Context: an optimization exercise on an open-source flow, tuned for small area, a short achievable clock period and few clock cycles. The choices shown serve that exercise and are no tape-out recipe.
Where RTL was checked, it was by simulation tests only, not by an equivalence proof against the original.
Only the layout flow was run in runs 1 to 5; the RTL was not checked for function there.

==> flow/design.v <==
`timescale 1ns / 1ps
package rau_pkg;
  localparam logic [1:0] ACT_REDUCE = 2'd0;
  localparam logic [1:0] ACT_ADD    = 2'd1;
  localparam logic [1:0] ACT_MUL    = 2'd2;
  localparam logic [1:0] ACT_EQUAL  = 2'd3;
endpackage
module rau_add #(
  parameter int W = 64
) (
  input  logic [W-1:0] a,
  input  logic [W-1:0] b,
  input  logic         cin,
  output logic [W-1:0] s,
  output logic         cout
);
  localparam int L = $clog2(W);
  logic [W-1:0] g [0:L];
  logic [W-1:0] p [0:L];
  logic [W-1:0] p0;
  assign p0 = a ^ b;
  assign g[0] = {a[W-1:1] & b[W-1:1], (a[0] & b[0]) | (p0[0] & cin)};
  assign p[0] = p0;
  for (genvar l = 0; l < L; l++) begin : g_lv
    for (genvar i = 0; i < W; i++) begin : g_bit
      if (((i >> l) & 1) != 0) begin : g_node
        localparam int J = ((i >> l) << l) - 1;
        assign g[l+1][i] = g[l][i] | (p[l][i] & g[l][J]);
        assign p[l+1][i] = p[l][i] & p[l][J];
      end else begin : g_pass
        assign g[l+1][i] = g[l][i];
        assign p[l+1][i] = p[l][i];
      end
    end
  end
  assign s = p0 ^ {g[L][W-2:0], cin};
  assign cout = g[L][W-1];
endmodule
`timescale 1ns / 1ps
module rau_ctrl (
  input  logic               clk,
  input  logic               rst,
  input  logic               in_valid,
  output logic               in_stall,
  input  logic [1:0]         action,
  input  logic [31:0]        first_num,
  input  logic [31:0]        first_den,
  input  logic [31:0]        second_num,
  input  logic [31:0]        second_den,
  input  logic               take,       
  output logic               full,       
  output logic               pq_eq,      
  output logic               pq_eqv,     
  output logic [63:0]        p,
  output logic [63:0]        q
);
  logic        ready, busy, last, is_add;
  logic [31:0] oa, ob, oc;      
  logic [3:0]  cnt;
  logic        pbit, qbit;      
  logic [35:0] p_hi;
  logic [31:0] p_lo;
  logic [34:0] q_hi;
  logic [31:0] q_lo;
  assign in_stall = !ready;
  assign p = {p_hi[31:0], p_lo};
  assign q = {q_hi[31:0], q_lo};
  wire accept = in_valid && ready;
  wire prod_in = (action == rau_pkg::ACT_ADD) || (action == rau_pkg::ACT_MUL);
  function automatic logic [35:0] bpp(input logic [31:0] x, input logic [2:0] b);
    logic [35:0] xe, m;
    logic one, two, neg;
    xe = {{4{x[31]}}, x};
    one = b[1] ^ b[0];
    two = (b == 3'b100) || (b == 3'b011);
    neg = b[2] && !(b == 3'b111);
    m = one ? xe : (two ? {xe[34:0], 1'b0} : 36'd0);
    bpp = m ^ {36{neg}};
  endfunction
  wire [2:0] pd = {p_lo[1:0], pbit};
  wire [2:0] qd = {q_lo[1:0], qbit};
  wire [2:0] da = is_add ? qd : pd;
  wire [2:0] dc = is_add ? pd : 3'b000;
  wire na = da[2] && !(da == 3'b111);
  wire nc = dc[2] && !(dc == 3'b111);
  wire nq = qd[2] && !(qd == 3'b111);
  wire [35:0] ta = bpp(oa, da);
  wire [35:0] tc = bpp(oc, dc);
  wire [35:0] tb = bpp(ob, qd);
  wire [35:0] cs_s = p_hi ^ ta ^ tc;
  wire [35:0] cs_c = {(p_hi[34:0] & ta[34:0]) | (p_hi[34:0] & tc[34:0]) | (ta[34:0] & tc[34:0]), na};
  wire [35:0] psum;
  wire [34:0] qsum;
  rau_add #(.W(36)) u_p (.a(cs_s), .b(cs_c), .cin(nc), .s(psum), .cout());
  rau_add #(.W(35)) u_q (.a(q_hi), .b(tb[34:0]), .cin(nq), .s(qsum), .cout());
  wire full_n = (full && !take) || (accept && !prod_in) || (busy && last);
  wire busy_n = (busy && !last) || (accept && prod_in);
  always_ff @(posedge clk) begin
    if (rst) begin
      ready <= 1'b1;
      busy <= 1'b0;
      full <= 1'b0;
    end else begin
      ready <= !busy_n && !full_n;
      busy <= busy_n;
      full <= full_n;
    end
  end
  always_ff @(posedge clk) begin
    if (accept) begin
      is_add <= (action == rau_pkg::ACT_ADD);
      pq_eq <= (action == rau_pkg::ACT_EQUAL);
      pq_eqv <= (first_num == second_num) && (first_den == second_den);
      oa <= first_num;
      ob <= first_den;
      oc <= second_num;
      cnt <= 4'd0;
      last <= 1'b0;
      pbit <= 1'b0;
      qbit <= 1'b0;
      if (prod_in) begin
        p_hi <= 36'd0;
        p_lo <= (action == rau_pkg::ACT_ADD) ? first_den : second_num;
        q_hi <= 35'd0;
        q_lo <= second_den;
      end else begin
        p_hi <= {{4{first_num[31]}}, {32{first_num[31]}}};
        p_lo <= first_num;
        q_hi <= {{3{first_den[31]}}, {32{first_den[31]}}};
        q_lo <= first_den;
      end
    end else if (busy) begin
      cnt <= cnt + 4'd1;
      last <= (cnt == 4'd14);
      pbit <= p_lo[1];
      qbit <= q_lo[1];
      p_hi <= {{2{psum[35]}}, psum[35:2]};
      p_lo <= {psum[1:0], p_lo[31:2]};
      q_hi <= {{2{qsum[34]}}, qsum[34:2]};
      q_lo <= {qsum[1:0], q_lo[31:2]};
    end
  end
endmodule
`timescale 1ns / 1ps
module rau_datapath (
  input  logic               clk,
  input  logic               rst,
  input  logic               full,
  input  logic               pq_eq,
  input  logic               pq_eqv,
  input  logic [63:0]        p,
  input  logic [63:0]        q,
  output logic               take,
  output logic               out_valid,
  input  logic               out_stall,
  output logic [63:0]        out_num,
  output logic [63:0]        out_den,
  output logic               is_equal,
  output logic               status
);
  logic        busy, up, mode, done;
  logic [5:0]  s;
  logic [63:0] ra, rb;
  logic [64:0] xa, xb, ya, yb;
  assign out_valid = busy && done;
  assign out_num = yb[63:0];
  assign out_den = xb[63:0];
  assign take = full && (!busy || (done && !out_stall));
  wire [63:0] pm = p[63] ? (64'd0 - p) : p;
  wire [63:0] qm = q[63] ? (64'd0 - q) : q;
  wire zz = (p == 64'd0) && (q == 64'd0);
  wire [63:0] d1;
  wire c1, c2, c4;
  wire [64:0] xs, ys;
  rau_add #(.W(64)) u_d1 (.a(ra), .b(~rb), .cin(1'b1), .s(d1), .cout(c1));
  rau_add #(.W(65)) u_c2 (.a({1'b0, ra}), .b(~{rb, 1'b0}), .cin(1'b1), .s(), .cout(c2));
  rau_add #(.W(66)) u_c4 (.a({2'b0, ra}), .b(~{rb, 2'b0}), .cin(1'b1), .s(), .cout(c4));
  rau_add #(.W(65)) u_xs (.a(xa), .b(xb ^ {65{mode}}), .cin(mode), .s(xs), .cout());
  rau_add #(.W(65)) u_ys (.a(ya), .b(yb ^ {65{mode}}), .cin(mode), .s(ys), .cout());
  wire [63:0] ra_n = c1 ? d1 : ra;
  wire [64:0] xa_n = c1 ? xs : xa;
  wire [64:0] ya_n = c1 ? ys : ya;
  wire shift_up = up && c2;
  wire shift_two = up && c4;
  wire swap = !shift_up && (s == 6'd0);
  wire rem_zero = c1 ? (ra == rb) : (ra == 64'd0);
  always_ff @(posedge clk) begin
    if (rst) begin
      busy <= 1'b0;
    end else if (take) begin
      busy <= 1'b1;
    end else if (busy && done && !out_stall) begin
      busy <= 1'b0;
    end
  end
  always_ff @(posedge clk) begin
    if (take) begin
      done <= pq_eq || (q == 64'd0);
      s <= 6'd0;
      up <= 1'b1;
      is_equal <= pq_eq && pq_eqv;
      status <= !pq_eq && zz;
      mode <= p[63] ^ q[63];
      ra <= pm;
      rb <= pq_eq ? 64'd0 : qm;
      xa <= 65'd1;
      xb <= 65'd0;
      ya <= 65'd0;
      yb <= (pq_eq || zz) ? 65'd0 : 65'd1;
    end else begin
      if (shift_up) begin
        ra <= ra;
        xa <= xa;
        ya <= ya;
      end else if (swap) begin
        ra <= rb;
        xa <= xb;
        ya <= yb;
      end else begin
        ra <= ra_n;
        xa <= xa_n;
        ya <= ya_n;
      end
      if (!done) begin
        if (shift_two) begin
          s <= s + 6'd2;
          rb <= {rb[61:0], 2'b0};
          xb <= {xb[62:0], 2'b0};
          yb <= {yb[62:0], 2'b0};
        end else if (shift_up) begin
          s <= s + 6'd1;
          rb <= {rb[62:0], 1'b0};
          xb <= {xb[63:0], 1'b0};
          yb <= {yb[63:0], 1'b0};
        end else if (swap) begin
          done <= rem_zero;
          up <= 1'b1;
          rb <= ra_n;
          xb <= xa_n;
          yb <= ya_n;
        end else begin
          s <= s - 6'd1;
          up <= 1'b0;
          rb <= {1'b0, rb[63:1]};
          xb <= {xb[64], xb[64:1]};
          yb <= {yb[64], yb[64:1]};
        end
      end
    end
  end
endmodule
`timescale 1ns / 1ps
module rational_arithmetic_unit #(
  parameter int OPERAND_WIDTH = 32
) (
  input  logic               clk,
  input  logic               rst,
  input  logic               in_valid,
  output logic               in_stall,
  input  logic [1:0]         action,
  input  logic signed [31:0] first_num,
  input  logic signed [31:0] first_den,
  input  logic signed [31:0] second_num,
  input  logic signed [31:0] second_den,
  output logic               out_valid,
  input  logic               out_stall,
  output logic signed [63:0] out_num,
  output logic signed [63:0] out_den,
  output logic               is_equal,
  output logic               status
);
  logic        take, full, pq_eq, pq_eqv;
  logic [63:0] p, q;
  rau_ctrl u_ctrl (.clk, .rst, .in_valid, .in_stall, .action, .first_num,
    .first_den, .second_num, .second_den, .take, .full, .pq_eq, .pq_eqv, .p, .q);
  rau_datapath u_dp (.clk, .rst, .full, .pq_eq, .pq_eqv, .p, .q, .take,
    .out_valid, .out_stall, .out_num, .out_den, .is_equal, .status);
endmodule
==> flow/run.sh <==
#!/bin/bash
# synth_recipe.tcl (not shown) runs the flow's synth.tcl, then flattens the netlist and writes it again
# the make line also repeats each setting of config.mk as NAME=value (left out here)
make -C /OpenROAD-flow-scripts/flow DESIGN_CONFIG=/design/flow/config.mk WORK_HOME=/design/flow/orfs CLKGATE_MAP_FILE= SYNTH_SCRIPT=/design/flow/synth_recipe.tcl finish
==> flow/config.mk <==
export PLATFORM = sky130hd
export DESIGN_NAME = rational_arithmetic_unit
export DESIGN_NICKNAME = rational_arithmetic_unit
export VERILOG_FILES = /design/flow/design.v
export SDC_FILE = /design/flow/constraint.sdc
export NUM_CORES = 4
export LEC_CHECK = 0
export CAP_MARGIN = 20
export CORE_MARGIN = 2
export CORE_UTILIZATION = 40
export SETUP_SLACK_MARGIN = 5
export SLEW_MARGIN = 20
==> flow/constraint.sdc <==
create_clock -name core_clock -period 11.0 [get_ports {clk}]
set_input_delay 2.2000 -clock core_clock [delete_from_list [all_inputs] [get_ports {clk}]]
set_output_delay 2.2000 -clock core_clock [all_outputs]
set_load 0.01 [all_outputs]
==> results of run 1 <==
[final timing paths]
path | start | endpoint | slack [ns] | depth (start not counted)
max | u_dp.rb[0]$_DFFE_PP_ | u_dp.yb[50]$_SDFFCE_PP0P_ | 5.14 | 15
min reg2reg | u_dp.ya[30]$_SDFFE_PP0N_ | u_dp.ya[30]$_SDFFE_PP0N_ | 0.47 | 2
min | u_dp.ya[30]$_SDFFE_PP0N_ | u_dp.ya[30]$_SDFFE_PP0N_ | 0.47 | 2
max reg2reg | u_dp.rb[0]$_DFFE_PP_ | u_dp.yb[50]$_SDFFCE_PP0P_ | 5.14 | 15
[worst max-delay path, stage by stage, from the launching register on]
cell and delay [ns]:
edfxtp_1 0.45, inv_1 0.11, ha_1 0.30, o21a_1 0.17, o21a_1 0.16, o21a_1 0.17, o21ai_0 0.26, a41oi_1 0.35
o31a_1 0.43, o21ai_0 0.70, a21o_4 0.61, buf_4 0.56, buf_6 0.55, nand2_1 0.38, o221ai_1 0.26, a21oi_1 0.06
[Yosys cell counts, types with 42 or more instances]
master	instances	area share (%)
xnor2_1	259	4.2
ha_1	392	9.1
o211ai_1	100	1.4
o31ai_1	48	0.67
o21ai_0	591	5.5
nor3_1	88	0.82
nand2_1	525	3.7
a21o_1	147	2.1
a211oi_1	143	2.0
nand4_1	61	0.71
inv_1	204	1.4
edfxtp_1	425	24
fa_1	67	2.5
mux2i_1	112	2.1
a22oi_1	142	2.0
nand3_1	112	1.0
a221oi_1	48	0.78
nor2_1	502	3.5
dfxtp_1	214	8.0
o22ai_1	42	0.49
a21oi_1	530	4.9
xor2_1	367	6.0
clkbuf_1	321	2.2
buf_4	130	1.8
nor4_1	51	0.59
[layer usage]
metal | up-vias | part of all wire (%)
met1 | 23700 | 43
met4 | 0 | 4.4
met5 | - | 0
li1 | 22800 | -
met2 | 2220 | 45
met3 | 331 | 7.5
[flip-flops by register name, summed over array words and instances (netlist names), 34 cells and up]
signal,count
u_ctrl.p_hi,34
u_dp.ra,64
u_dp.rb,64
u_dp.xa,65
u_dp.xb,65
u_dp.ya,65
u_dp.yb,65
[stage by stage]
step,worst slack (ns),hold WS (ns)
after detailed placement,4.44,0.465
after floorplan,5.11,0.433
after global placement,4.48,0.459
final,5.14,0.471
after global routing,4.99,0.492
after CTS,5.05,0.473
[cell families (layout without fill, tap and decap cells)]
family,Yosys count,in the layout,share of synthesized area (%)
flip-flops,639,639,31.7
AND/OR/NAND/NOR,1560,1561,13.3
adder cells (fa/ha/maj),459,459,11.6
multiplexers,122,122,2.30
buffers and inverters,721,694,6.00
XOR/XNOR,626,626,10.2
AO/OA/AOI/OAI,2111,2112,24.9
[timing repair]
item	4_1_cts	5_1_grt
setup buffers	0	2
gates resized for setup	11	21
setup endpoints to repair	111	181
gates cloned	2	0
endpoints found under the hold margin	0	0
pin swaps	1	1
[area by class of cell]
type | count | area, um2
flip-flops and latches | 639 | 17000
fillers | 13200 | 73700
multi-input cells | 4880 | 33800
repair buffers | 334 | 3250
clock inverters | 45 | 458
clock buffers | 108 | 2230
inverters | 207 | 812
well taps | 1768 | 2210
==> qor.yml, run 1 <==
setup_viol: 0
cp_max_fo: 79
synth_fp_nets: 6831
clock_sinks: 639
drc: 0
dp.cells: 7823
synth_edf_count: 425
endpoint_kind: "register"
path_class: "register to register"
dp_hpwl_mm: 141
status: "no timing/DRC/antenna violations"
hold_viol_final: 0
met2_usage_pct: 44.6
fp-row-count: 134
worst_pin_slew_ns: 1.15
syn2layout_area_growth_pct: 11.2
vias: 49000
fp.dieH_um: 370
h-tree-depth: 3
fin_util_pct: 44.8
drt_wl_total_mm: 199
initial_core_util_pct: 40.3
synth.distinct_cells: 90
met3_usage_pct: 3.74
io_buffers: 265
netlist_area_um2: 53700
dieWidth_um: 370
cts_root_buffer: "clkbuf_16"
cp-start-kind: "register"
place_congestion: 0.992
first_global_vias: 45600
cp.required_ns: 11.44
ant_nets: 0
gr-usage-all-layers_pct: 28.2
numCtsBuffers: 82
clockBufferDepth: 3
io_pins: 266
wl_per_cell_um: 24.9
postCtsHoldBufs: 0
grt-ovfl-total: 0
cp.arrival_ns: 6.29
met1_usage_pct: 38.8
maxCapViolations: 0
cts_tree: "yes"
netlist_instances: 6238
via_per_inst: 6.14
fmax_ghz: 0.171
ys_seq_area_share_pct: 31.7
layout_common_cells: "o21ai_0, a21oi_1, nand2_1"
coreArea_um2: 133000
period_share_pct: 53.2
antenna_found_initial: 0
skew_ns: 0.0330
grt_start_max_net_pins: 117
firstDrtPassIters: 5
dieArea_um2: 137000
diodes: 0
worstSkewPairLatency_ns: 0.71
grt_pass1_wl_mm: 297
rsz0062_at_grt: "true"
drive_gt1_share_pct: 4.96
layout_commonest_cell: "o21ai_0"
nNetsFinal: 6737
placed_area_um2: 56900
synth-async-reset-ratio_pct: 0
final_cell_area_um2: 59800
syn_area_per_cell_um2: 8.61
period_minus_slack_ns: 5.86
synth_warnings: 17
ys_seq_elements: 639
drv_slew: 0
drt_iter0_drc: 5763
maxSlewHeadroom_pct: 23.2
tns_ns: 0
final_cells: 7981
ys.flop_type: "edfxtp_1"
top_usage_layer: "met2"
hold_class: "register to register"
clk_pin_slew_worst_paths_ns: 0.06
==> run 2: changes to the inputs <==
==> flow/flow/run.sh (new file) <==
#!/bin/bash
# Standard layout, with the timing repair aimed below the clock period.
set -euo pipefail
bash standard.sh finish SETUP_SLACK_MARGIN=6.5 > flow_orfs.log 2>&1
==> flow/standard.sh (new file) <==
#!/bin/bash
# synth_recipe.tcl (not shown) runs the flow's synth.tcl, then flattens the netlist and writes it again
# the make line also repeats each setting of config.mk as NAME=value (left out here)
make -C /OpenROAD-flow-scripts/flow DESIGN_CONFIG=/design/flow/config.mk WORK_HOME=/design/flow/orfs CLKGATE_MAP_FILE= SYNTH_SCRIPT=/design/flow/synth_recipe.tcl "${@:-finish}"
--- a/flow/config.mk
+++ b/flow/config.mk
@@ -10,3 +10,2 @@
 export CORE_UTILIZATION = 40
-export SETUP_SLACK_MARGIN = 5
 export SLEW_MARGIN = 20
removed: flow/run.sh
==> qor.yml, run 2 <==
syn_area_per_cell_um2: 8.61
ant_nets: 0
met2_usage_pct: 46.6
r2r_slack_ns: 5.87
fp.dieH_um: 370
cp-start-kind: "register"
min_to: "u_dp.xa[25]$_SDFFE_PP0N_"
syn2layout_area_growth_pct: 21.5
firstDrtPassIters: 9
skew_ns: 0.0284
regToRegStartpoint: "u_ctrl.is_add$_DFFE_PP_"
maxSlewHeadroom_pct: 23.2
layout_common_cells: "o21ai_0, nand2_1, a21oi_1"
postCtsHoldBufs: 0
synth_most_common_cell: "o21ai_0"
gr-usage-all-layers_pct: 29.8
dieWidth_um: 370
io_buffers: 265
synth_commonest_cells: "o21ai_0, a21oi_1, nand2_1"
synth-async-reset-ratio_pct: 0
hold_path_startpoint: "u_dp.xa[25]$_SDFFE_PP0N_"
synth_warnings: 17
met3_usage_pct: 5.51
netlist_instances: 6238
drt_wl_total_mm: 216
h-tree-depth: 3
netlist_area_um2: 53700
fmax_ghz: 0.195
dp_hpwl_mm: 139
synth.top_cells.by_area: "edfxtp_1, ha_1, dfxtp_1"
ys_seq_area_share_pct: 31.7
worstSkewPairLatency_ns: 0.73
period_minus_slack_ns: 5.13
vias: 51400
status: "no timing/DRC/antenna violations"
io_pins: 266
synth_edf_count: 425
cts_tree: "yes"
place_congestion: 1.02
drv_slew: 0
clk_pin_slew_worst_paths_ns: 0.06
worst_pin_slew_ns: 1.15
multi_input_area_um2: 35500
yosys.area.top_type_share_pct: 23.8
period_share_pct: 46.7
ys.flop_type: "edfxtp_1"
reg2reg_depth: 23
startpoint: "u_ctrl.is_add$_DFFE_PP_"
rsz0062_at_grt: "true"
met1_usage_pct: 38.7
ys_seq_elements: 639
seq_area_um2: 17000
maxCapViolations: 0
cp.required_ns: 11.43
dieArea_um2: 137000
synth_largest_area_cell: "edfxtp_1"
drc: 0
grt_pass1_wl_mm: 312
drive_gt1_share_pct: 13.5
holdPathStages: 2
coreArea_um2: 133000
top_usage_layer: "met2"
clock_sinks: 639
clockBufferDepth: 3
numCtsBuffers: 81
initial_core_util_pct: 40.3
nNetsFinal: 7042
via_per_inst: 6.21
grt-ovfl-total: 0
synth.distinct_cells: 90
hold_viol_final: 0
r2r-end: "u_ctrl.p_hi[25]$_DFFE_PP_"
drt_iter0_drc: 5708
layout_commonest_cell: "o21ai_0"
synth_fp_nets: 6831
grt_start_max_net_pins: 100
first_global_vias: 47900
timing.hold.ws_ns: 0.481
cp.arrival_ns: 5.57
setup_viol: 0
fp-row-count: 134
cts_root_buffer: "clkbuf_16"
tns_ns: 0
antenna_found_initial: 4
cp_max_fo: 5
fillers: 12500
hold_class: "register to register"
endpoint_kind: "register"
wl_per_cell_um: 26.1
path_class: "register to register"
==> run 2: cell counts after synthesis <==
No cell type changed its count.
==> run 2: final cells by class <==
cell class | count | share of cell area [%]
repair inverters | 6 | 0.0786
clock buffers | 110 | 3.43
repair buffers | 626 | 10.4
clock inverters | 40 | 0.792
well taps | 1768 | 3.39
multi-input cells | 4888 | 54.5
inverters | 207 | 1.36
flip-flops and latches | 639 | 26.1
diodes | 1 | 0.00384
==> run 2: worst max path at each step <==
stage | endpoint | slack (ns) | cells after the start
floorplan | u_dp.rb[0]$_DFFE_PP_ | 5.76 | 7
global placement | u_dp.rb[30]$_DFFE_PP_ | 4.21 | 10
detailed placement | u_dp.rb[37]$_DFFE_PP_ | 4.10 | 10
CTS | u_ctrl.p_hi[30]$_DFFE_PP_ | 6.02 | 22
global route | u_ctrl.p_hi[25]$_DFFE_PP_ | 5.65 | 23
finish | u_ctrl.p_hi[25]$_DFFE_PP_ | 5.87 | 23
==> run 2: cell families (layout without fill, tap and decap cells) <==
logic type	Yosys count	in the layout	share of synthesized area, %
AO/OA/AOI/OAI	2111	2113	24.9
AND/OR/NAND/NOR	1560	1568	13.3
buffers and inverters	721	989	6.00
flip-flops	639	639	31.7
XOR/XNOR	626	626	10.2
adder cells (fa/ha/maj)	459	459	11.6
multiplexers	122	122	2.30
other	0	1	0
==> run 2: timing repair <==
item,in CTS,in global routing
setup buffers,146,116
pin swaps,130,152
setup endpoints to repair,649,416
cloned,30,17
gates resized for setup,281,237
==> run 2: metal layers <==
layer  routed length (um)  vias up
li1                     -    23400
met1                86900    24800
met2                96200     2664
met3                19200      528
met4                13700        2
met5                   14        -
==> run 2: worst max-delay path, stage by stage, from the launching register on <==
cell and delay, ns:
edfxtp_1 0.46, buf_6 0.17, o21a_4 0.21, ha_4 0.25, buf_12 0.13, nor2_4 0.19
a22oi_2 0.09, xor2_1 0.19, fa_1 0.53, inv_1 0.06, fa_2 0.40, a21o_1 0.17
a21o_1 0.21, a211oi_2 0.27, or3_4 0.18, and3_4 0.20, o211ai_1 0.13, buf_4 0.16
buf_4 0.12, and2_4 0.17, a31o_4 0.23, a21oi_2 0.12, xor2_1 0.14, o21ai_1 0.07
==> run 2: per-stage QoR <==
stage | cells | utilization [%] | area [um2] | setup WS [ns]
after floorplan | 6238 | - | 54000 | 5.76
after global placement | 7824 | 42.7 | 57000 | 4.21
after detailed placement | 7824 | 42.7 | 57000 | 4.10
after CTS | 8150 | 47.1 | 62900 | 6.02
after global routing | 8284 | 48.9 | 65200 | 5.65
final | 8285 | 48.9 | 65200 | 5.87
==> run 3: changes to the inputs <==
--- a/flow/design.v
+++ b/flow/design.v
@@ -53,7 +53,9 @@
   output logic               pq_eqv,     
-  output logic [63:0]        p,
-  output logic [63:0]        q
-);
-  logic        ready, busy, last, is_add;
-  logic [31:0] oa, ob, oc;      
+  output logic [63:0]        p,          
+  output logic [63:0]        q,          
+  output logic               sp,         
+  output logic               sq,         
+  output logic               pfix        
+);
+  logic        ready, busy, acc_now, last, is_add, is_red, flip_p, flip_q;
   logic [3:0]  cnt;
@@ -64,8 +66,12 @@
   logic [31:0] q_lo;
-  assign in_stall = !ready;
+  assign in_stall = !acc_now;
   assign p = {p_hi[31:0], p_lo};
   assign q = {q_hi[31:0], q_lo};
-  wire accept = in_valid && ready;
-  wire prod_in = (action == rau_pkg::ACT_ADD) || (action == rau_pkg::ACT_MUL);
-  function automatic logic [35:0] bpp(input logic [31:0] x, input logic [2:0] b);
+  wire start = in_valid && ready;
+  wire prod_in = (action != rau_pkg::ACT_EQUAL);
+  assign sp = is_add ? p_hi[31] : flip_p;
+  assign sq = flip_q;
+  assign pfix = is_add && p_hi[31];
+  function automatic logic [36:0] bpp(input logic [31:0] x, input logic [2:0] b,
+                                      input logic f);
     logic [35:0] xe, m;
@@ -75,5 +81,5 @@
     two = (b == 3'b100) || (b == 3'b011);
-    neg = b[2] && !(b == 3'b111);
+    neg = (b[2] ^ f) && (one || two);
     m = one ? xe : (two ? {xe[34:0], 1'b0} : 36'd0);
-    bpp = m ^ {36{neg}};
+    bpp = {neg, m ^ {36{neg}}};
   endfunction
@@ -83,8 +89,7 @@
   wire [2:0] dc = is_add ? pd : 3'b000;
-  wire na = da[2] && !(da == 3'b111);
-  wire nc = dc[2] && !(dc == 3'b111);
-  wire nq = qd[2] && !(qd == 3'b111);
-  wire [35:0] ta = bpp(oa, da);
-  wire [35:0] tc = bpp(oc, dc);
-  wire [35:0] tb = bpp(ob, qd);
+  wire [35:0] ta, tc, tb;
+  wire na, nc, nq;
+  assign {na, ta} = bpp(first_num, da, flip_p);
+  assign {nc, tc} = bpp(second_num, dc, flip_p);
+  assign {nq, tb} = bpp(first_den, qd, flip_q);
   wire [35:0] cs_s = p_hi ^ ta ^ tc;
@@ -95,4 +100,7 @@
   rau_add #(.W(35)) u_q (.a(q_hi), .b(tb[34:0]), .cin(nq), .s(qsum), .cout());
-  wire full_n = (full && !take) || (accept && !prod_in) || (busy && last);
-  wire busy_n = (busy && !last) || (accept && prod_in);
+  wire abort = (busy || acc_now) && !in_valid;
+  wire full_n = (full && !take) || (acc_now && in_valid);
+  wire busy_n = !abort && ((busy && !last) || (start && prod_in));
+  wire acc_n = !abort && ((start && (!prod_in || action == rau_pkg::ACT_REDUCE)) ||
+                          (busy && cnt == 4'd14 && !is_red));
   always_ff @(posedge clk) begin
@@ -101,6 +109,8 @@
       busy <= 1'b0;
+      acc_now <= 1'b0;
       full <= 1'b0;
     end else begin
-      ready <= !busy_n && !full_n;
+      ready <= !busy_n && !acc_n && !full_n;
       busy <= busy_n;
+      acc_now <= acc_n;
       full <= full_n;
@@ -109,24 +119,23 @@
   always_ff @(posedge clk) begin
-    if (accept) begin
+    if (start) begin
       is_add <= (action == rau_pkg::ACT_ADD);
+      is_red <= (action == rau_pkg::ACT_REDUCE);
+      flip_p <= (action == rau_pkg::ACT_REDUCE) ? first_num[31] :
+                (action == rau_pkg::ACT_MUL) && (first_num[31] ^ second_num[31]);
+      flip_q <= (action == rau_pkg::ACT_REDUCE) ? first_den[31] :
+                (first_den[31] ^ second_den[31]);
       pq_eq <= (action == rau_pkg::ACT_EQUAL);
       pq_eqv <= (first_num == second_num) && (first_den == second_den);
-      oa <= first_num;
-      ob <= first_den;
-      oc <= second_num;
       cnt <= 4'd0;
-      last <= 1'b0;
+      last <= (action == rau_pkg::ACT_REDUCE);
       pbit <= 1'b0;
       qbit <= 1'b0;
-      if (prod_in) begin
-        p_hi <= 36'd0;
-        p_lo <= (action == rau_pkg::ACT_ADD) ? first_den : second_num;
-        q_hi <= 35'd0;
-        q_lo <= second_den;
-      end else begin
-        p_hi <= {{4{first_num[31]}}, {32{first_num[31]}}};
-        p_lo <= first_num;
-        q_hi <= {{3{first_den[31]}}, {32{first_den[31]}}};
-        q_lo <= first_den;
-      end
+      p_hi <= 36'd0;
+      q_hi <= 35'd0;
+      p_lo <= (action == rau_pkg::ACT_ADD) ? first_den :
+              (action == rau_pkg::ACT_MUL) ? second_num : 32'd1;
+      q_lo <= (action == rau_pkg::ACT_REDUCE) ? 32'd1 : second_den;
+    end else if (busy && is_red) begin
+      p_lo <= psum[31:0];
+      q_lo <= qsum[31:0];
     end else if (busy) begin
@@ -152,3 +161,6 @@
   input  logic [63:0]        q,
-  output logic               take,
+  input  logic               sp,
+  input  logic               sq,
+  input  logic               pfix,
+  output logic               take,       
   output logic               out_valid,
@@ -160,3 +172,3 @@
 );
-  logic        busy, up, mode, done;
+  logic        busy, up, mode, done, fix;
   logic [5:0]  s;
@@ -167,5 +179,4 @@
   assign out_den = xb[63:0];
-  assign take = full && (!busy || (done && !out_stall));
-  wire [63:0] pm = p[63] ? (64'd0 - p) : p;
-  wire [63:0] qm = q[63] ? (64'd0 - q) : q;
+  wire load = full && !fix && (!busy || (done && !out_stall));
+  assign take = (load && !pfix) || fix;
   wire zz = (p == 64'd0) && (q == 64'd0);
@@ -189,3 +200,3 @@
       busy <= 1'b0;
-    end else if (take) begin
+    end else if (load) begin
       busy <= 1'b1;
@@ -196,4 +207,5 @@
   always_ff @(posedge clk) begin
-    if (take) begin
-      done <= pq_eq || (q == 64'd0);
+    fix <= load && pfix && !rst;
+    if (load) begin
+      done <= pq_eq || (!pfix && q == 64'd0);
       s <= 6'd0;
@@ -202,5 +214,5 @@
       status <= !pq_eq && zz;
-      mode <= p[63] ^ q[63];
-      ra <= pm;
-      rb <= pq_eq ? 64'd0 : qm;
+      mode <= sp ^ sq;
+      ra <= pfix ? 64'd0 : p;
+      rb <= pq_eq ? 64'd0 : (pfix ? p : q);
       xa <= 65'd1;
@@ -209,2 +221,6 @@
       yb <= (pq_eq || zz) ? 65'd0 : 65'd1;
+    end else if (fix) begin
+      done <= (q == 64'd0);
+      ra <= d1;
+      rb <= q;
     end else begin
@@ -271,7 +287,7 @@
 );
-  logic        take, full, pq_eq, pq_eqv;
+  logic        take, full, pq_eq, pq_eqv, sp, sq, pfix;
   logic [63:0] p, q;
   rau_ctrl u_ctrl (.clk, .rst, .in_valid, .in_stall, .action, .first_num,
-    .first_den, .second_num, .second_den, .take, .full, .pq_eq, .pq_eqv, .p, .q);
-  rau_datapath u_dp (.clk, .rst, .full, .pq_eq, .pq_eqv, .p, .q, .take,
+    .first_den, .second_num, .second_den, .take, .full, .pq_eq, .pq_eqv, .p, .q, .sp, .sq, .pfix);
+  rau_datapath u_dp (.clk, .rst, .full, .pq_eq, .pq_eqv, .p, .q, .sp, .sq, .pfix, .take,
     .out_valid, .out_stall, .out_num, .out_den, .is_equal, .status);
==> qor.yml, run 3 <==
ys_seq_area_share_pct: 27.0
clock_sinks: 548
placed_area_um2: 53700
syn_area_per_cell_um2: 8.05
place_congestion: 0.961
worst_pin_slew_ns: 1.43
first_global_vias: 49700
netlist_instances: 6284
numCtsBuffers: 72
ys_seq_elements: 548
layout_commonest_cell: "nand2_1"
endpoint_kind: "register"
cp-start-kind: "input pin"
synth_most_common_cell: "nand2_1"
yosys.area.top_type_share_pct: 15.8
io_buffers: 265
ant_nets: 0
drt_iter0_drc: 7178
io_pins: 266
worstPathBufferInverterCount: 1
fmax_ghz: 0.186
startpoint: "second_num[5]"
hold_viol_final: 0
wl_per_cell_um: 27.5
fp-row-count: 130
initial_core_util_pct: 40.3
maxCapViolations: 0
h-tree-depth: 3
nNetsFinal: 6985
drive_gt1_share_pct: 12.6
dieWidth_um: 360
antenna_found_initial: 4
rsz0062_at_grt: "true"
clockBufferDepth: 3
met2_usage_pct: 50.8
crit_family: "compound AO/OA/AOI/OAI gates"
cp_max_fo: 4
worstSkewPairLatency_ns: 0.72
synth-async-reset-ratio_pct: 0
synth_warnings: 17
period_minus_slack_ns: 5.37
met1_usage_pct: 41.2
cts_root_buffer: "clkbuf_16"
synth_fp_nets: 6877
syn2layout_area_growth_pct: 19.1
dp.cells: 7744
cp.required_ns: 11.63
firstDrtPassIters: 9
regToRegStartpoint: "u_ctrl.is_add$_DFFE_PP_"
final_cells: 8101
netlist_area_um2: 50600
r2r_slack_ns: 5.66
synth.distinct_cells: 94
fp.dieH_um: 360
tns_ns: 0
coreArea_um2: 126000
layout_setup_ws_ns: 5.63
skew_ns: 0.0583
layout_common_cells: "nand2_1, a21oi_1, nor2_1"
path_cells: "clkdlybuf4s15_1 > mux2i_1 > xnor2_1 > nor2_1 > fa_1 > ha_2 > o21ai_0 > nand2b_1 > a21oi_2 > o31ai_4 > o21ai_2 > a21o_1 > a31oi_4 > a41oi_2 > nand2b_1 > fa_2 > nand2_1 > a21oi_1"
period_share_pct: 48.8
holdPathStages: 2
cts_tree: "yes"
path_class: "input pin to register"
met3_usage_pct: 5.89
reg2reg_depth: 27
r2r-end: "u_ctrl.p_hi[30]$_SDFFE_PP0P_"
cp_slowest_stage_delay_ns: 0.54
status: "no timing/DRC/antenna violations"
setup_viol: 0
dpl_worst_slack_ns: 4.41
via_per_inst: 6.50
min_to: "u_dp.xa[61]$_SDFFE_PP0P_"
grt_start_max_net_pins: 207
worst_path_max_delay_cell: "fa_2"
top_usage_layer: "met2"
hold_path_startpoint: "u_dp.xa[61]$_SDFFE_PP0P_"
dieArea_um2: 129000
cp_common_cell: "nand2b_1"
gr-usage-all-layers_pct: 32.5
fin_util_pct: 48.0
synth_largest_area_cell: "edfxtp_1"
final_cell_area_um2: 60300
hold_class: "register to register"
grt-ovfl-total: 0
drc: 0
vias: 52700
drv_slew: 0
dp_hpwl_mm: 145
synth.top_cells.by_area: "edfxtp_1, dfxtp_1, ha_1"
ys.flop_type: "dfxtp_1"
drt_wl_total_mm: 223
synth_edf_count: 267
clk_pin_slew_worst_paths_ns: 0.06
cp.arrival_ns: 5.99
grt_pass1_wl_mm: 325
synth_commonest_cells: "nand2_1, a21oi_1, nor2_1"
maxSlewHeadroom_pct: 4.41
==> run 3: changes by cell type after synthesis, moves of 44 or more <==
cell,change
a21o_1,-52
a21oi_1,+91
a222oi_1,+44
a22oi_1,-73
a31oi_1,+57
dfxtp_1,+67
edfxtp_1,-158
mux2i_1,+52
nand2_1,+148
nor2_1,+66
o21ai_0,-94
xnor2_1,-64
xor2_1,-94
==> run 3: tightest hold or removal path, delay by kind of cell, from the launching register on <==
family	cells	cell delay (ns)
simple gates	2	0.10
flops	1	0.32
==> run 3: cells by family (layout without fill, tap and decap cells) <==
kind of cell / after synthesis / count (layout) / share of synthesized area, %
xor+xnor: 468 / 468 / 8.10
compound gates: 2111 / 2111 / 26.7
other cells: 0 / 2 / 0
flops: 548 / 548 / 27.0
buf+inv: 708 / 867 / 6.44
mux: 176 / 176 / 3.51
simple gates: 1814 / 1820 / 15.9
fa+ha+maj: 459 / 459 / 12.3
==> run 3: repair_timing <==
item                                    CTS  global route
buffers inserted                        104            93
resized for setup                       454           200
gates cloned                             18             9
hold buffers                              0             0
pin swaps                               140           129
endpoints found under the setup margin  704           377
==> run 3: layout make-up <==
cell class | count | area, um2
Antenna cell | 2 | 5.00
Clock buffer | 97 | 2040
Clock inverter | 34 | 364
Fill cell | 12100 | 65300
Inverter | 176 | 712
Multi-Input combinational cell | 5034 | 35700
Sequential cell | 548 | 13600
Tap cell | 1650 | 2060
Timing Repair Buffer | 556 | 5680
Timing Repair inverter | 4 | 37.5
==> run 3: metrics by stage <==
step	hold slack, ns
2_1_floorplan	0.426
4_1_cts	0.466
3_5_place_dp	0.457
3_3_place_gp	0.454
5_1_grt	0.479
6_report	0.466
==> run 3: worst max path at each step <==
stage | to | slack, ns | cells past startpoint
2_1_floorplan | u_ctrl.p_hi[31]$_SDFFE_PP0P_ | 5.47 | 18
3_3_place_gp | u_dp.rb[23]$_DFFE_PP_ | 4.23 | 11
3_5_place_dp | u_dp.ra[3]$_DFFE_PP_ | 4.41 | 8
4_1_cts | u_ctrl.p_hi[30]$_SDFFE_PP0P_ | 5.70 | 27
5_1_grt | u_ctrl.p_hi[31]$_SDFFE_PP0P_ | 5.44 | 27
6_report | u_ctrl.p_hi[30]$_SDFFE_PP0P_ | 5.63 | 18
==> run 3: routing by layer <==
metal  up-vias  share of wire, %
li1      23400                 -
met1     25400                38
met2      3214                44
met3       735                10
met4         4               7.6
met5         -             0.012
==> run 4: changes to the inputs <==
--- a/flow/design.v
+++ b/flow/design.v
@@ -61,3 +61,2 @@
   logic [3:0]  cnt;
-  logic        pbit, qbit;      
   logic [35:0] p_hi;
@@ -74,22 +73,39 @@
   assign pfix = is_add && p_hi[31];
-  function automatic logic [36:0] bpp(input logic [31:0] x, input logic [2:0] b,
-                                      input logic f);
-    logic [35:0] xe, m;
-    logic one, two, neg;
-    xe = {{4{x[31]}}, x};
+  function automatic logic [2:0] bdec(input logic [2:0] b, input logic f);
+    logic one, two;
     one = b[1] ^ b[0];
     two = (b == 3'b100) || (b == 3'b011);
-    neg = (b[2] ^ f) && (one || two);
-    m = one ? xe : (two ? {xe[34:0], 1'b0} : 36'd0);
-    bpp = {neg, m ^ {36{neg}}};
+    bdec = {one, two, (b[2] ^ f) && (one || two)};
   endfunction
-  wire [2:0] pd = {p_lo[1:0], pbit};
-  wire [2:0] qd = {q_lo[1:0], qbit};
-  wire [2:0] da = is_add ? qd : pd;
-  wire [2:0] dc = is_add ? pd : 3'b000;
-  wire [35:0] ta, tc, tb;
-  wire na, nc, nq;
-  assign {na, ta} = bpp(first_num, da, flip_p);
-  assign {nc, tc} = bpp(second_num, dc, flip_p);
-  assign {nq, tb} = bpp(first_den, qd, flip_q);
+  function automatic logic [35:0] bpp(input logic [31:0] x, input logic [2:0] d);
+    logic [35:0] xe, m;
+    xe = {{4{x[31]}}, x};
+    m = d[2] ? xe : (d[1] ? {xe[34:0], 1'b0} : 36'd0);
+    bpp = m ^ {36{d[0]}};
+  endfunction
+  logic [2:0] ka, kc, kq;       
+  wire        add_in = (action == rau_pkg::ACT_ADD);
+  wire        red_in = (action == rau_pkg::ACT_REDUCE);
+  wire [31:0] pl_in = add_in ? first_den :
+                      (action == rau_pkg::ACT_MUL) ? second_num : 32'd1;
+  wire [31:0] ql_in = red_in ? 32'd1 : second_den;
+  wire        fp_in = red_in ? first_num[31] :
+                      (action == rau_pkg::ACT_MUL) && (first_num[31] ^ second_num[31]);
+  wire        fq_in = red_in ? first_den[31] : (first_den[31] ^ second_den[31]);
+  wire [2:0]  pd_n = start ? {pl_in[1:0], 1'b0} : {p_lo[3:2], p_lo[1]};
+  wire [2:0]  qd_n = start ? {ql_in[1:0], 1'b0} : {q_lo[3:2], q_lo[1]};
+  wire        add_n = start ? add_in : is_add;
+  wire        fp_n = start ? fp_in : flip_p;
+  wire        fq_n = start ? fq_in : flip_q;
+  always_ff @(posedge clk) begin
+    ka <= bdec(add_n ? qd_n : pd_n, fp_n);
+    kc <= add_n ? bdec(pd_n, fp_n) : 3'b000;
+    kq <= bdec(qd_n, fq_n);
+  end
+  wire [35:0] ta = bpp(first_num, ka);
+  wire [35:0] tc = bpp(second_num, kc);
+  wire [35:0] tb = bpp(first_den, kq);
+  wire na = ka[0];
+  wire nc = kc[0];
+  wire nq = kq[0];
   wire [35:0] cs_s = p_hi ^ ta ^ tc;
@@ -120,8 +136,6 @@
     if (start) begin
-      is_add <= (action == rau_pkg::ACT_ADD);
-      is_red <= (action == rau_pkg::ACT_REDUCE);
-      flip_p <= (action == rau_pkg::ACT_REDUCE) ? first_num[31] :
-                (action == rau_pkg::ACT_MUL) && (first_num[31] ^ second_num[31]);
-      flip_q <= (action == rau_pkg::ACT_REDUCE) ? first_den[31] :
-                (first_den[31] ^ second_den[31]);
+      is_add <= add_in;
+      is_red <= red_in;
+      flip_p <= fp_in;
+      flip_q <= fq_in;
       pq_eq <= (action == rau_pkg::ACT_EQUAL);
@@ -130,9 +144,6 @@
       last <= (action == rau_pkg::ACT_REDUCE);
-      pbit <= 1'b0;
-      qbit <= 1'b0;
       p_hi <= 36'd0;
       q_hi <= 35'd0;
-      p_lo <= (action == rau_pkg::ACT_ADD) ? first_den :
-              (action == rau_pkg::ACT_MUL) ? second_num : 32'd1;
-      q_lo <= (action == rau_pkg::ACT_REDUCE) ? 32'd1 : second_den;
+      p_lo <= pl_in;
+      q_lo <= ql_in;
     end else if (busy && is_red) begin
@@ -143,4 +154,2 @@
       last <= (cnt == 4'd14);
-      pbit <= p_lo[1];
-      qbit <= q_lo[1];
       p_hi <= {{2{psum[35]}}, psum[35:2]};
==> qor.yml, run 4 <==
r2r-end: "u_ctrl.p_hi[30]$_SDFFE_PP0P_"
clockBufferDepth: 3
worst_path_max_delay_cell: "fa_2"
fmax_ghz: 0.172
cp_max_fo: 3
tns_ns: 0
multi_input_area_um2: 34500
grt_start_max_net_pins: 203
final_cell_area_um2: 58400
dr_wl_met2_mm: 95.9
via_per_inst: 6.48
clock_sinks: 555
path_cells: "clkdlybuf4s50_1 > a22oi_2 > xnor2_2 > fa_1 > ha_1 > a21o_1 > a2111oi_4 > buf_4 > o21ai_4 > o21a_1 > o2111ai_2 > a211o_1 > nand2_2 > or2_4 > fa_2 > nand2_1 > a21oi_1"
synth_most_common_cell: "nand2_1"
synth-async-reset-ratio_pct: 0
synth_fa_ha_area_share_pct: 12.5
period_minus_slack_ns: 5.82
fin_util_pct: 47.2
drt_iter0_drc: 6638
synth_edf_count: 264
coreArea_um2: 124000
initial_core_util_pct: 40.3
drv_slew: 0
maxCapViolations: 0
reg2reg_depth: 20
synth_warnings: 17
hold_viol_final: 0
ys_seq_area_share_pct: 27.6
cp.required_ns: 11.58
cp.arrival_ns: 6.40
wl_per_cell_um: 27.4
period_share_pct: 52.9
syn2layout_area_growth_pct: 17.3
endpoint: "u_ctrl.p_hi[30]$_SDFFE_PP0P_"
firstDrtPassIters: 8
worst_pin_slew_ns: 1.36
synth_compound_area_share_pct: 27.2
worstPathBufferInverterCount: 2
r2r_slack_ns: 5.98
vias: 50800
cp.depth: 17
first_global_vias: 47500
layout_common_cells: "nand2_1, a21oi_1, nor2_1"
drc: 0
status: "no timing/DRC/antenna violations"
yosys.area.top_type_share_pct: 15.9
dieArea_um2: 127000
endpoint_kind: "register"
synth_top_family_by_area: "compound AO/OA/AOI/OAI gates"
regToRegStartpoint: "u_ctrl.kc[2]$_SDFF_PN0_"
numCtsBuffers: 72
dp_hpwl_mm: 139
antenna_found_initial: 8
rsz0062_at_grt: "true"
cp_slowest_stage_delay_ns: 0.51
synth_fp_nets: 6663
netlist_area_um2: 49800
setup_viol: 0
syn_area_per_cell_um2: 8.20
synth_simple_gate_area_share_pct: 15.6
cp-start-kind: "input pin"
layout_commonest_cell: "nand2_1"
cts_root_buffer: "clkbuf_16"
ys_seq_elements: 555
synth.top_cells.by_area: "edfxtp_1, dfxtp_1, ha_1"
cts_tree: "yes"
drive_gt1_share_pct: 10.9
synth.distinct_cells: 96
ys.flop_type: "dfxtp_1"
fp-row-count: 129
placed_area_um2: 53000
maxSlewHeadroom_pct: 9.35
ant_nets: 0
synthXorXnorAreaFrac_pct: 8.57
timing.hold.ws_ns: 0.471
place_congestion: 0.979
path_class: "input pin to register"
h-tree-depth: 3
io_pins: 266
drt_wl_total_mm: 215
crit_family: "compound AO/OA/AOI/OAI gates"
hold_class: "register to register"
nNetsFinal: 6722
seq_area_um2: 13800
grt_pass1_wl_mm: 310
skew_ns: 0.0428
netlist_instances: 6070
synth_commonest_cells: "nand2_1, a21oi_1, nor2_1"
synth_largest_area_cell: "edfxtp_1"
routed.top_layer: "met5"
io_buffers: 265
clk_pin_slew_worst_paths_ns: 0.06
fillers: 12000
fp.dieH_um: 357
worstSkewPairLatency_ns: 0.69
grt-ovfl-total: 0
startpoint: "first_num[3]"
gr-usage-all-layers_pct: 31.8
synth.area.mux_share_pct: 2.15
dieWidth_um: 357
wl_met1_mm: 83.7
wl_met3_mm: 21.5
[run 4: through the flow]
stage          cells  setup slack [ns]
2_1_floorplan   6070              5.00
3_3_place_gp    7533              3.95
3_5_place_dp    7533              3.94
4_1_cts         7751              5.20
5_1_grt         7827              5.07
6_report        7832              5.18
[run 4: logic make-up after synthesis]
kind of cell | after synthesis
mux | 106
compound gates | 2059
flops | 555
xor+xnor | 487
fa+ha+maj | 459
simple gates | 1715
buf+inv | 689
[run 4: tightest hold or removal path, stage by stage, from the launching register on]
cell and delay (ns):
dfxtp_1 0.32, nand2_1 0.06, a21oi_1 0.05
[run 4: worst min-delay path by stage]
| stage | to | cells after the start | start | slack, ns |
|---|---|---|---|---|
| floorplan | u_dp.busy$_SDFFE_PP0P_ | 2 | u_ctrl.full$_SDFF_PP0_ | 0.43 |
| global placement | u_dp.xa[12]$_SDFFE_PP0P_ | 2 | u_dp.xa[12]$_SDFFE_PP0P_ | 0.46 |
| detailed placement | u_dp.xa[24]$_SDFFE_PP0P_ | 2 | u_dp.xa[24]$_SDFFE_PP0P_ | 0.47 |
| CTS | u_dp.ya[17]$_SDFFE_PP0P_ | 2 | u_dp.ya[17]$_SDFFE_PP0P_ | 0.47 |
| global route | u_dp.ya[3]$_SDFFE_PP0P_ | 2 | u_dp.ya[3]$_SDFFE_PP0P_ | 0.49 |
| finish | u_dp.ya[17]$_SDFFE_PP0P_ | 2 | u_dp.ya[17]$_SDFFE_PP0P_ | 0.47 |
[run 4: routing by layer]
| metal | up-vias | GRT usage [%] |
|---|---|---|
| met5 | - | 0 |
| met4 | 4 | 17.8 |
| li1 | 22700 | - |
| met1 | 24400 | 40.3 |
| met2 | 3024 | 50.4 |
| met3 | 671 | 6.54 |
[run 4: timing repair]
| action | 4_1_cts | 5_1_grt |
|---|---|---|
| endpoints found under the setup margin | 671 | 419 |
| pin swaps | 101 | 98 |
| gates cloned | 14 | 10 |
| hold buffers | 0 | 0 |
| buffers inserted | 70 | 65 |
| resized for setup | 330 | 175 |
[run 4: cell type report]
cell class | count | share of cell area [%]
Multi-Input combinational cell | 4832 | 59.1
Sequential cell | 555 | 23.6
Timing Repair Buffer | 492 | 8.62
Tap cell | 1637 | 3.51
Clock buffer | 104 | 3.50
Inverter | 175 | 1.20
Clock inverter | 30 | 0.501
Antenna cell | 6 | 0.0257
Timing Repair inverter | 1 | 0.0193
==> run 5: changes to the inputs <==
--- a/flow/design.v
+++ b/flow/design.v
@@ -59,3 +59,4 @@
 );
-  logic        ready, busy, acc_now, last, is_add, is_red, flip_p, flip_q;
+  logic        ready, busy, last, is_add, is_red, flip_p, flip_q;
+  logic [31:0] oa, ob, oc;      
   logic [3:0]  cnt;
@@ -65,6 +66,6 @@
   logic [31:0] q_lo;
-  assign in_stall = !acc_now;
+  assign in_stall = !ready;
   assign p = {p_hi[31:0], p_lo};
   assign q = {q_hi[31:0], q_lo};
-  wire start = in_valid && ready;
+  wire accept = in_valid && ready;
   wire prod_in = (action != rau_pkg::ACT_EQUAL);
@@ -94,7 +95,7 @@
   wire        fq_in = red_in ? first_den[31] : (first_den[31] ^ second_den[31]);
-  wire [2:0]  pd_n = start ? {pl_in[1:0], 1'b0} : {p_lo[3:2], p_lo[1]};
-  wire [2:0]  qd_n = start ? {ql_in[1:0], 1'b0} : {q_lo[3:2], q_lo[1]};
-  wire        add_n = start ? add_in : is_add;
-  wire        fp_n = start ? fp_in : flip_p;
-  wire        fq_n = start ? fq_in : flip_q;
+  wire [2:0]  pd_n = accept ? {pl_in[1:0], 1'b0} : {p_lo[3:2], p_lo[1]};
+  wire [2:0]  qd_n = accept ? {ql_in[1:0], 1'b0} : {q_lo[3:2], q_lo[1]};
+  wire        add_n = accept ? add_in : is_add;
+  wire        fp_n = accept ? fp_in : flip_p;
+  wire        fq_n = accept ? fq_in : flip_q;
   always_ff @(posedge clk) begin
@@ -104,5 +105,5 @@
   end
-  wire [35:0] ta = bpp(first_num, ka);
-  wire [35:0] tc = bpp(second_num, kc);
-  wire [35:0] tb = bpp(first_den, kq);
+  wire [35:0] ta = bpp(oa, ka);
+  wire [35:0] tc = bpp(oc, kc);
+  wire [35:0] tb = bpp(ob, kq);
   wire na = ka[0];
@@ -116,7 +117,4 @@
   rau_add #(.W(35)) u_q (.a(q_hi), .b(tb[34:0]), .cin(nq), .s(qsum), .cout());
-  wire abort = (busy || acc_now) && !in_valid;
-  wire full_n = (full && !take) || (acc_now && in_valid);
-  wire busy_n = !abort && ((busy && !last) || (start && prod_in));
-  wire acc_n = !abort && ((start && (!prod_in || action == rau_pkg::ACT_REDUCE)) ||
-                          (busy && cnt == 4'd14 && !is_red));
+  wire full_n = (full && !take) || (accept && !prod_in) || (busy && last);
+  wire busy_n = (busy && !last) || (accept && prod_in);
   always_ff @(posedge clk) begin
@@ -125,8 +123,6 @@
       busy <= 1'b0;
-      acc_now <= 1'b0;
       full <= 1'b0;
     end else begin
-      ready <= !busy_n && !acc_n && !full_n;
+      ready <= !busy_n && !full_n;
       busy <= busy_n;
-      acc_now <= acc_n;
       full <= full_n;
@@ -135,3 +131,3 @@
   always_ff @(posedge clk) begin
-    if (start) begin
+    if (accept) begin
       is_add <= add_in;
@@ -142,2 +138,5 @@
       pq_eqv <= (first_num == second_num) && (first_den == second_den);
+      oa <= first_num;
+      ob <= first_den;
+      oc <= second_num;
       cnt <= 4'd0;
==> qor.yml, run 5 <==
status: "no timing/DRC/antenna violations"
ant_nets: 0
synth_warnings: 17
drc: 0
r2r-end: "u_ctrl.p_hi[30]$_SDFFE_PP0P_"
worstSkewPairLatency_ns: 0.71
grt-ovfl-total: 0
rsz0062_at_grt: "true"
nNetsFinal: 6720
regToRegStartpoint: "u_ctrl.ka[2]$_DFF_P_"
antenna_found_initial: 2
netlist_area_um2: 52400
drive_gt1_share_pct: 9.65
dp.cells: 7643
cp_common_cell: "buf_12"
synth.top_cells.by_area: "edfxtp_1, dfxtp_1, ha_1"
synth_largest_area_cell: "edfxtp_1"
synth_most_common_cell: "nand2_1"
yosys.area.top_type_share_pct: 20.6
first_global_vias: 47400
maxSlewHeadroom_pct: 30.8
endpoint_kind: "register"
maxCapViolations: 0
diodes: 0
hold_viol_final: 0
postCtsHoldBufs: 0
layout_commonest_cell: "nand2_1"
drt_iter0_drc: 7584
fp-row-count: 132
synth_fp_nets: 6667
ys_seq_area_share_pct: 31.7
cp.required_ns: 11.62
clk_pin_slew_worst_paths_ns: 0.06
fp.dieH_um: 366
placed_area_um2: 55400
firstDrtPassIters: 11
tns_ns: 0
h-tree-depth: 3
worst_pin_slew_ns: 1.04
synth_commonest_cells: "nand2_1, a21oi_1, nor2_1"
dieWidth_um: 366
grt_start_max_net_pins: 152
final_cell_area_um2: 60900
cp_max_fo: 27
hold_class: "register to register"
syn2layout_area_growth_pct: 16.2
final_cells: 7941
coreArea_um2: 130000
setup_viol: 0
min_to: "u_dp.xa[40]$_SDFFE_PP0P_"
r2r_slack_ns: 6.50
ys_seq_elements: 650
period_minus_slack_ns: 4.50
layout_common_cells: "nand2_1, a21oi_1, nor2_1"
numCtsBuffers: 81
seq_area_um2: 16600
synth-async-reset-ratio_pct: 0
io_pins: 266
via_per_inst: 6.41
multi_input_area_um2: 33400
startpoint: "u_ctrl.ka[2]$_DFF_P_"
place_congestion: 0.984
cts_tree: "yes"
hold_path_startpoint: "u_dp.xa[40]$_SDFFE_PP0P_"
fmax_ghz: 0.222
io_buffers: 265
cp-start-kind: "register"
dp_hpwl_mm: 143
clockBufferDepth: 3
path_class: "register to register"
cts_root_buffer: "clkbuf_16"
netlist_instances: 6078
gr-usage-all-layers_pct: 30.5
ys.flop_type: "edfxtp_1"
synth_edf_count: 360
grt_pass1_wl_mm: 315
period_share_pct: 40.9
synth.distinct_cells: 102
syn_area_per_cell_um2: 8.62
worst_path_max_delay_cell: "fa_2"
drv_slew: 0
wl_per_cell_um: 27.1
cp_slowest_stage_delay_ns: 0.54
reg2reg_depth: 18
initial_core_util_pct: 40.4
clock_sinks: 650
drt_wl_total_mm: 215
vias: 50900
skew_ns: 0.0351
holdPathStages: 2
path_cells: "buf_12 > nor2b_4 > buf_12 > a22oi_1 > xnor2_1 > fa_1 > ha_1 > a21o_1 > a2111oi_4 > o2bb2ai_4 > and3_4 > o21ai_2 > and2_4 > o211a_4 > a21oi_4 > fa_2 > nand2_1 > a21oi_1"
fillers: 12500
cp.arrival_ns: 5.13
dieArea_um2: 134000
run 5: logic make-up after synthesis:
| family | count (synthesis) | share of synthesized area (%) |
|---|---|---|
| AOI/OAI and AO/OA | 2019 | 25.5 |
| xor gates and xnor gates | 494 | 8.25 |
| adders and majority gates | 455 | 11.8 |
| buffers and inverters | 695 | 6.33 |
| DFF | 650 | 31.7 |
| muxes | 116 | 2.26 |
| and+or+nand+nor | 1649 | 14.1 |
run 5: worst max path at each step:
stage               cells after the start  slack (ns)                            to
floorplan                               6        6.14          u_dp.rb[0]$_DFFE_PP_
detailed placement                     11        4.82         u_dp.rb[31]$_DFFE_PP_
finish                                 18        6.50  u_ctrl.p_hi[30]$_SDFFE_PP0P_
CTS                                    18        6.47  u_ctrl.p_hi[30]$_SDFFE_PP0P_
global placement                       11        4.89         u_dp.rb[31]$_DFFE_PP_
global route                           19        6.38  u_ctrl.p_hi[30]$_SDFFE_PP0P_
run 5: cell type report:
type | count | share of cell area, %
tap | 1742 | 3.58
sequential | 650 | 27.3
clock inverter | 41 | 0.671
timing repair buffer | 486 | 8.62
timing repair inverter | 2 | 0.0287
clock buffer | 110 | 3.86
inverter | 173 | 1.16
multi-input combinational | 4737 | 54.8
run 5: repair_timing:
item,4_1_cts,5_1_grt
setup buffers,36,86
gates resized for setup,158,111
endpoints found under the setup margin,576,405
gates cloned,19,6
pin swaps,28,41
run 5: layer usage:
| metal | track usage (%) | vias to the layer above | share of wire (%) |
|---|---|---|---|
| met1 | 40.6 | 24600 | 40 |
| met3 | 4.87 | 548 | 10 |
| met5 | 0 | - | 0 |
| met4 | 13.7 | 0 | 5.4 |
| met2 | 48.7 | 3047 | 45 |
| li1 | - | 22700 | - |
run 5: stage by stage:
stage	util, %	setup slack, ns	hold slack (ns)
global placement	42.7	4.89	0.456
floorplan	-	6.14	0.426
global route	46.9	6.38	0.499
finish	46.9	6.50	0.473
CTS	45.9	6.47	0.470
detailed placement	42.7	4.82	0.460
run 5: critical path, delay by kind of cell (launching register included):
family	cells	cell delay, ns
compound gates	8	1.43
fa+ha+maj	3	1.35
simple gates	4	0.62
flops	1	0.35
buf+inv	2	0.34
xor+xnor	1	0.30
==> run 6: changes to the inputs <==
--- a/flow/design.v
+++ b/flow/design.v
@@ -16,3 +16,7 @@
 );
-  localparam int L = $clog2(W);
+  function automatic int levels(input int w);
+    levels = 0;
+    for (int i = 0; i < 31; i++) if ((1 << i) < w) levels = i + 1;
+  endfunction
+  localparam int L = levels(W);
   logic [W-1:0] g [0:L];
==> qor.yml, run 6 <==
cp.required_ns: 11.62
synth_commonest_cells: "nand2_1, a21oi_1, nor2_1"
wl_per_cell_um: 27.1
cp-start-kind: "register"
firstDrtPassIters: 11
ys_seq_elements: 650
layout_setup_ws_ns: 6.50
dpl_worst_slack_ns: 4.82
maxCapViolations: 0
status: "no timing/DRC/antenna violations"
startpoint: "u_ctrl.ka[2]$_DFF_P_"
place_congestion: 0.984
fp-row-count: 132
vias: 50900
maxSlewHeadroom_pct: 30.8
numCtsBuffers: 81
endpoint: "u_ctrl.p_hi[30]$_SDFFE_PP0P_"
drv_slew: 0
drive_gt1_share_pct: 9.65
grt_pass1_wl_mm: 315
syn_area_per_cell_um2: 8.62
r2r_slack_ns: 6.50
endpoint_kind: "register"
dp_hpwl_mm: 143
dp.cells: 7643
clockBufferDepth: 3
period_share_pct: 40.9
regToRegStartpoint: "u_ctrl.ka[2]$_DFF_P_"
synth_largest_area_cell: "edfxtp_1"
drc: 0
netlist_instances: 6078
cp.arrival_ns: 5.13
via_per_inst: 6.41
final_cells: 7941
first_global_vias: 47400
synth_most_common_cell: "nand2_1"
ant_nets: 0
hold_class: "register to register"
yosys.area.top_type_share_pct: 20.6
dieWidth_um: 366
hold_viol_final: 0
setup_viol: 0
postCtsHoldBufs: 0
rsz0062_at_grt: "true"
path_cells: "buf_12 > nor2b_4 > buf_12 > a22oi_1 > xnor2_1 > fa_1 > ha_1 > a21o_1 > a2111oi_4 > o2bb2ai_4 > and3_4 > o21ai_2 > and2_4 > o211a_4 > a21oi_4 > fa_2 > nand2_1 > a21oi_1"
grt_start_max_net_pins: 152
drt_wl_total_mm: 215
io_buffers: 265
layout_commonest_cell: "nand2_1"
netlist_area_um2: 52400
layout_common_cells: "nand2_1, a21oi_1, nor2_1"
ys_seq_area_share_pct: 31.7
clk_pin_slew_worst_paths_ns: 0.06
grt-ovfl-total: 0
reg2reg_depth: 18
fp.dieH_um: 366
cts_tree: "yes"
synth-async-reset-ratio_pct: 0
io_pins: 266
cp_slowest_stage_delay_ns: 0.54
nNetsFinal: 6720
fmax_ghz: 0.222
clock_sinks: 650
synth_warnings: 17
r2r-end: "u_ctrl.p_hi[30]$_SDFFE_PP0P_"
drt_iter0_drc: 7584
path_class: "register to register"
period_minus_slack_ns: 4.50
synth_fp_nets: 6667
h-tree-depth: 3
cp_common_cell: "buf_12"
gr-usage-all-layers_pct: 30.5
worst_path_max_delay_cell: "fa_2"
worstSkewPairLatency_ns: 0.71
hold_path_startpoint: "u_dp.xa[40]$_SDFFE_PP0P_"
synth.distinct_cells: 102
synth_edf_count: 360
cts_root_buffer: "clkbuf_16"
tns_ns: 0
synth.top_cells.by_area: "edfxtp_1, dfxtp_1, ha_1"
ys.flop_type: "edfxtp_1"
worst_pin_slew_ns: 1.04
syn2layout_area_growth_pct: 16.2
dieArea_um2: 134000
cp_max_fo: 27
initial_core_util_pct: 40.4
skew_ns: 0.0351
antenna_found_initial: 2
diodes: 0
coreArea_um2: 130000
-- run 6: layer usage --
layer  share of wire, %  vias up  track usage (%)  wire length, um
li1                   -    22700                -                -
met1                 40    24600             40.6            85300
met2                 45     3047             48.7            96900
met3                 10      548             4.87            21600
met4                5.4        0             13.7            11600
met5                  0        -                0                0
-- run 6: timing repair --
item,CTS,global route
pin swaps,28,41
setup endpoints to repair,576,405
gates resized for setup,158,111
buffers inserted,36,86
cloned,19,6
-- run 6: critical path, delay by kind of cell (launching register included) --
family	cells	cell delay [ns]
fa+ha+maj	3	1.35
compound gates	8	1.43
flops	1	0.35
buf+inv	2	0.34
simple gates	4	0.62
xor+xnor	1	0.30
-- run 6: worst min-delay path by stage --
stage / end / cells past startpoint
floorplan: u_dp.busy$_SDFFE_PP0P_ / 2
global placement: u_dp.xa[40]$_SDFFE_PP0P_ / 2
detailed placement: u_dp.xa[40]$_SDFFE_PP0P_ / 2
CTS: u_dp.xa[40]$_SDFFE_PP0P_ / 2
global route: u_dp.xa[62]$_SDFFE_PP0P_ / 2
finish: u_dp.xa[40]$_SDFFE_PP0P_ / 2
-- run 6: cell type report --
type,count,area (um2)
flip-flops and latches,650,16600
well taps,1742,2180
fillers,12500,68900
clock buffers,110,2350
repair inverters,2,17.5
clock inverters,41,409
inverters,173,704
multi-input cells,4737,33400
repair buffers,486,5250
-- run 6: logic make-up (layout without fill, tap and decap cells) --
family / Yosys count / in the layout / share of synthesized area (%)
AO/OA/AOI/OAI: 2019 / 2021 / 25.5
adder cells (fa/ha/maj): 455 / 455 / 11.8
buffers and inverters: 695 / 812 / 6.33
XOR/XNOR: 494 / 494 / 8.25
AND/OR/NAND/NOR: 1649 / 1651 / 14.1
multiplexers: 116 / 116 / 2.26
flip-flops: 650 / 650 / 31.7
-- run 6: through the flow --
stage,utilization [%],hold slack [ns],cell area [um2]
2_1_floorplan,-,0.426,52500
3_3_place_gp,42.7,0.456,55400
3_5_place_dp,42.7,0.460,55400
4_1_cts,45.9,0.470,59600
5_1_grt,46.9,0.499,60900
6_report,46.9,0.473,60900
Testbench counts of run 6, summed over its fixed seeds: cycles 16,243.

==> what the ideal ports hide <==
The flow's constraints put no driver on any port. The routed layouts listed below were extracted and timed again, unchanged, in two steps.
Step 1: set_driving_cell puts a clkbuf_16 on clk and a buf_2 on each other input, an assumption about the parent block.
Step 2, shift: input delay + t, output delay - t, t = (earliest + latest rising clock arrival at the registers) / 2. This alone moves slack from input paths to output paths.
Three values: no drivers, after step 1, after step 2; two values: the first two.
run	t (ns)	slack for setup (ns)	worst hold slack (ns)	worst setup path after step 2
run 1	0.770	5.145 / 5.145 / 4.550	0.471 / 0.471 / 0.471	input to register
run 2	0.791	5.866 / 5.866 / 5.752	0.481 / 0.481 / 0.481	input to register
run 3	0.768	5.635 / 5.656 / 4.894	0.466 / 0.466 / 0.466	input to register
run 4	0.740	5.177 / 5.216 / 4.477	0.471 / 0.471 / 0.471	input to register
run 5	0.766	6.496 / 6.496 / 5.796	0.473 / 0.473 / 0.473	input to register
run 6	0.766	6.496 / 6.496 / 5.796	0.473 / 0.473 / 0.473	input to register
After both steps every run listed still meets setup and hold. For run 3, which loses most, drivers alone change the setup slack by +0.021 ns; drivers and shift together by -0.741 ns.
